From an optimization exercise on the open Yosys and OpenROAD flow, aimed at small area, a short achievable clock period and few clock cycles per item; shortcuts taken in it are not production practice. Function was not checked in any run shown here: the RTL went through the layout flow alone. Power figures rest on the tool's default switching activity, not on a simulated workload.

## flow/design.v (module list and top-level ports; edited modules follow where they fit)
// module fa: 4 lines
// module ha: 4 lines
// module mac_lane: 803 lines
// module relu_neuron_array: 68 lines
module relu_neuron_array
#(
    parameter int N          = 18,
    parameter int LANES      = 4,
    parameter int K_MAX      = 256,
    parameter int SHIFT      = 18,
    parameter int LEAK_SHIFT = 3
) (
    input  logic                 clk,
    input  logic                 rst,
    input  logic                 in_valid,
    output logic                 in_ready,
    input  logic                 in_last,
    input  logic [N-1:0]         in_x,
    input  logic [LANES*N-1:0]   in_w,
    output logic                 out_valid,
    input  logic                 out_ready,
    output logic [LANES*N-1:0]   out_data,
    output logic                 err_ovf
);
  // ...
==> flow/flow/run.sh <==
#!/bin/bash
cp standard.sh standard.sh.log
bash standard.sh finish SETUP_SLACK_MARGIN=6.3 > standard.log 2>&1
==> flow/standard.sh <==
#!/bin/bash
# synth_recipe.tcl (not shown) runs the flow's synth.tcl, then flattens the netlist and writes it again
# the make line also repeats each setting of config.mk as NAME=value (left out here)
make -C /OpenROAD-flow-scripts/flow DESIGN_CONFIG=/design/flow/config.mk WORK_HOME=/design/flow/orfs CLKGATE_MAP_FILE= SYNTH_SCRIPT=/design/flow/synth_recipe.tcl "${@:-finish}"
==> flow/config.mk <==
export PLATFORM = sky130hd
export DESIGN_NAME = relu_neuron_array
export DESIGN_NICKNAME = relu_neuron_array
export VERILOG_FILES = /design/flow/design.v
export SDC_FILE = /design/flow/constraint.sdc
export NUM_CORES = 4
export LEC_CHECK = 0
export CAP_MARGIN = 20
export CORE_MARGIN = 2
export CORE_UTILIZATION = 65
export SLEW_MARGIN = 20
export SYNTH_HIERARCHICAL = 1
export SYNTH_MINIMUM_KEEP_SIZE = 0
==> flow/constraint.sdc <==
create_clock -name core_clock -period 10.0 [get_ports {clk}]
set_input_delay 2.0000 -clock core_clock [delete_from_list [all_inputs] [get_ports {clk}]]
set_output_delay 2.0000 -clock core_clock [all_outputs]
set_load 0.01 [all_outputs]
==> out/qor.yml, run 1 <==
synth.avg_cell_area_um2: 11.0
synth_compound_gate_area_share_pct: 14.7
wl_per_cell_um: 22.7
numCtsBuffers: 74
drtIter0Drc: 2955
routed.top_layer: "met5"
min_to: "err_q"
drive_gt1_share_pct: 7.06
ys_ff_latch: 622
n_all_buffers: 240
slowest_delay_ns: 0.53
power_density_nw_per_um2: 371
route.met2.wl_mm: 64.3
synth_cell_type_count: 69
cp-endpoint: "out_valid"
ctsHtreeMaxLevel: 3
grt_max_degree: 111
crit_buf_inv: 2
hold_buffers: 0
powerComb_mw: 14.8
placed_area_um2: 57100
synth_warnings: 8
p_int_mw: 12.5
clk_share_pct: 4.18
die_x_um: 295
initial_core_util_pct: 65.7
antennaDiodeCount: 2
dp_hpwl_mm: 95.4
whs_ns: 0.475
switching_power_mw: 9.76
yosys.area.top_type: "fa_1"
worstSetupPathType: "register to output pin"
tns_ns: 0
fp-row-count: 106
synth_top_family_by_area: "adder cells"
yosysSeqAreaShare_pct: 24.0
synth_fa_ha_area_share_pct: 36.0
use_met2_pct: 52.0
leakagePower_nw: 23.3
clock_sinks: 622
outcome: "no timing/DRC/antenna violations"
==> run 2: changes to the inputs <==
==> flow/flow/run.sh (replaced) <==
#!/bin/bash
cp standard.sh standard.sh.log
bash standard.sh finish SETUP_SLACK_MARGIN=6.7 > standard.log 2>&1
==> out/qor.yml, run 2 <==
clock_sinks: 622  # unchanged
die_x_um: 295  # unchanged
synth_fa_ha_area_share_pct: 36.0  # unchanged
seq_power_share_pct: 19.6
r2r-start: "g_lane[2].u_lane.two_q[2]"
synth_xor_area_share_pct: 12.5
initial_core_util_pct: 65.7  # unchanged
grt_overflow: 0
yosys.area.top_type_share_pct: 28.6
hold_class: "register to register"
grt_pass1_vias: 41469
register_area_um2: 13600
synthSimpleGateAreaFrac_pct: 9.30
cts_tree: "done"
cap_violations: 0
wl_per_cell_um: 23.7  # +4.6%
placed_cells: 6004
power_frac_clock_pct: 12.2
synth_edf_count: 68
grt_usage_pct: 34.4
critPathCaptureType: "output pin"
outcome: "no timing/DRC/antenna violations"
yosys.area.top_type: "fa_1"
rsz0062_at_grt: "true"
clk_pin_slew_ns: 0.06
hold_path_startpoint: "err_q"
num_vias: 40623
synth_compound_gate_area_share_pct: 14.7  # unchanged
fin_cells: 6430
grt_antenna_before_repair: 6
r2r_cells: 8
clock_path_buffers: 3
synth_top_family_by_area: "adder cells"
pre_cts_slack_ns: 5.88
ys.flop_type: "dfxtp_1"
required_ns: 8.00
switching_power_mw: 10.4  # +6.1%
synth.avg_cell_area_um2: 11.0  # unchanged
synth_warnings: 8  # unchanged
mostFrequentLayoutCells: "fa_1, xnor2_1, a22oi_1, dfxtp_1, ha_1"
power_density_nw_per_um2: 363  # -2.3%
peakVddDrop_uv: 278
post_synth_mux_area_share_pct: 0.175
ctsRootBufferMaster: "clkbuf_16"
report.final.slew_viol_count: 0
synth.area.top_cells: "fa_1, dfxtp_1, xnor2_1"
routabilityCongestion: 0.892
drive_gt1_share_pct: 18.4  # +11 points
fin_nets: 6441
grt_pass1_wl_mm: 233
yosysSeqAreaShare_pct: 24.0  # unchanged
yosysMostFrequentCell: "fa_1"
skew_ns: 0.0290
vias_per_cell: 6.32
arrival_ns: 1.54
drtIter0Drc: 3593  # +22%
relSlewSlack_pct: 23.3
finalCritPeriodShare_pct: 35.4
reg_top3: "g_lane.u_lane.acc0_q x176, g_lane.u_lane.acc1_q x176, g_lane.u_lane.w_q x72"
p_int_mw: 13.2  # +5.7%
insertion_delay_ns: 0.64
fp-row-count: 106  # unchanged
swShare_pct: 44.0
port_buffers: 165
fill_cells: 5497
tns_ns: 0  # unchanged
p_comb_share_pct: 68.2
worstSetupPathType: "register to output pin"
leakagePower_nw: 25.5  # +9.4%
whs_ns: 0.479  # +0.00449 ns
worstMarginPinSlew_ns: 1.15
synth_area_um2: 54900
worst_slack_ns: 6.46
coreArea_um2: 83700
syn_to_final_growth_pct: 18.2
min_period_ns: 3.54
finalHoldViolCount: 0
critPathLaunchType: "register"
numCtsBuffers: 74  # unchanged
multi_input_area_um2: 41800
hold_buffers: 0  # unchanged
async_flop_share_pct: 2.25
ios: 170
die_h_um: 295
ant_nets: 0
min_path_cells: 1
max_freq_mhz: 282
cp_max_fo: 2
synth_common_cells: "fa_1, xnor2_1, a22oi_1"
dp_hpwl_mm: 96.6  # +1.3%
cp-startpoint: "bc_q"
syn_inst: 5000
dieArea_um2: 86900
ctsHtreeMaxLevel: 3  # unchanged
ys_ff_latch: 622  # unchanged
synth_cell_type_count: 69  # unchanged
setup_viol: 0
drcViolationCount: 0
route.final.wire_length_mm: 152
dr.pass1.iters: 6
grt_max_degree: 102  # -8.1%
final_common_cell: "fa_1"
run 2: changes by cell type in the layout (fill, tap and decap cells not counted), sizes merged:
cell | before | now
bufbuf | 0 | 7
bufinv | 7 | 10
dlygate4sd2 | 0 | 2
buf | 77 | 336
clkdlybuf4s15 | 0 | 62
clkinv | 18 | 23
clkdlybuf4s50 | 162 | 91
inv | 44 | 43
clkbuf | 103 | 118
clkinvlp | 4 | 2
diode | 2 | 1
run 2: routing by layer:
layer  up-vias  GRT usage (%)  routed length [um]
met4        10           11.3                5010
li1      17670              -                   -
met2      2190           54.1               70500
met1     20313           47.2               61100
met5         -              0                  70
met3       440           8.25               15800
run 2: Yosys stat by module, one instance, submodules excluded:
module	cells	copies in the design	area, um2	flip-flops and latches
mac_lane	956	4	8640	152
fa	1	784	20.0	0
relu_neuron_array	72	1	697	14
ha	1	320	12.5	0
run 2: path summary, 6_finish.rpt:
check,to,slack (ns)
hold / removal,err_q,0.48
setup reg to reg,g_lane[2].u_lane.acc0_q[20],6.66
hold reg to reg,err_q,0.48
max in group asynchronous,cnt_q[1],7.81
min in group asynchronous,cnt_q[7],1.77
setup / recovery,in_ready,6.46
run 2: metrics by stage:
stage                     utilization, %  total power [mW]  cell area [um2]
after floorplan                        -              15.5            55500
after global placement              68.2              18.9            57100
after detailed placement            68.2              19.5            57100
after CTS                           73.8              22.8            61700
after global routing                77.6              25.9            64900
final                               77.6              23.5            64900
run 2: critical path: stages, from the launching register on:
cell and delay (ns):
dfrtp_1 0.40, maj3_2 0.36, inv_2 0.06, buf_6 0.09
run 2: final cells by class:
cell class	instances	share of cell area [%]
diodes	1	0.00385
clock buffers	97	3.21
clock inverters	37	0.711
inverters	41	0.237
multi-input cells	3979	64.4
flip-flops and latches	622	21.0
well taps	1134	2.19
repair buffers	519	8.25
run 2: timing repair:
action | CTS | global route
gates resized for setup | 480 | 352
buffers inserted | 98 | 170
setup endpoints to repair | 329 | 202
pin swaps | 31 | 135
gates cloned | 9 | 14
run 2: kinds of logic after synthesis:
group	count (synthesis)
simple gates	903
other cells	5
mux	9
fa+ha+maj	1110
flops	622
buf+inv	470
compound gates	1099
xor+xnor	782
run 2: power groups by stage:
stage	combinational, mW	clock (mW)	sequential (mW)
4_1_cts	15.3	2.91	4.58
5_1_grt	18.2	3.02	4.71
2_1_floorplan	11.1	0	4.33
3_3_place_gp	14.2	0	4.63
3_5_place_dp	14.8	0	4.65
6_report	16.0	2.88	4.62

what the ideal ports hide:
The results above use ideal ports. As a check the final layouts listed here were re-extracted and re-timed, cells and wires unchanged.
Step 1 sets driving cells, clkbuf_16 on the clock port and buf_2 on the other inputs (assumed; they add their load-dependent delay and slew).
Step 2, shift: input delay + t, output delay - t, t = (earliest + latest rising clock arrival at the registers) / 2. This alone moves slack from input paths to output paths.
a / b / c = ideal / step 1 / step 2; a / b = the first two.
run	t (ns)	slack for setup (ns)	worst setup path at the end	latest minus earliest clock arrival (ns)	cell pins on the clock port's net
run 1	0.711	6.370 / 6.298 / 5.860	input to register	0.026 / 0.026	1
run 2	0.702	6.459 / 6.388 / 6.120	input to register	0.031 / 0.031	1
After both steps every run listed still meets setup and hold. The setup slack of run 1, which loses most, moves by -0.072 ns with the drivers and by -0.510 ns with both steps.
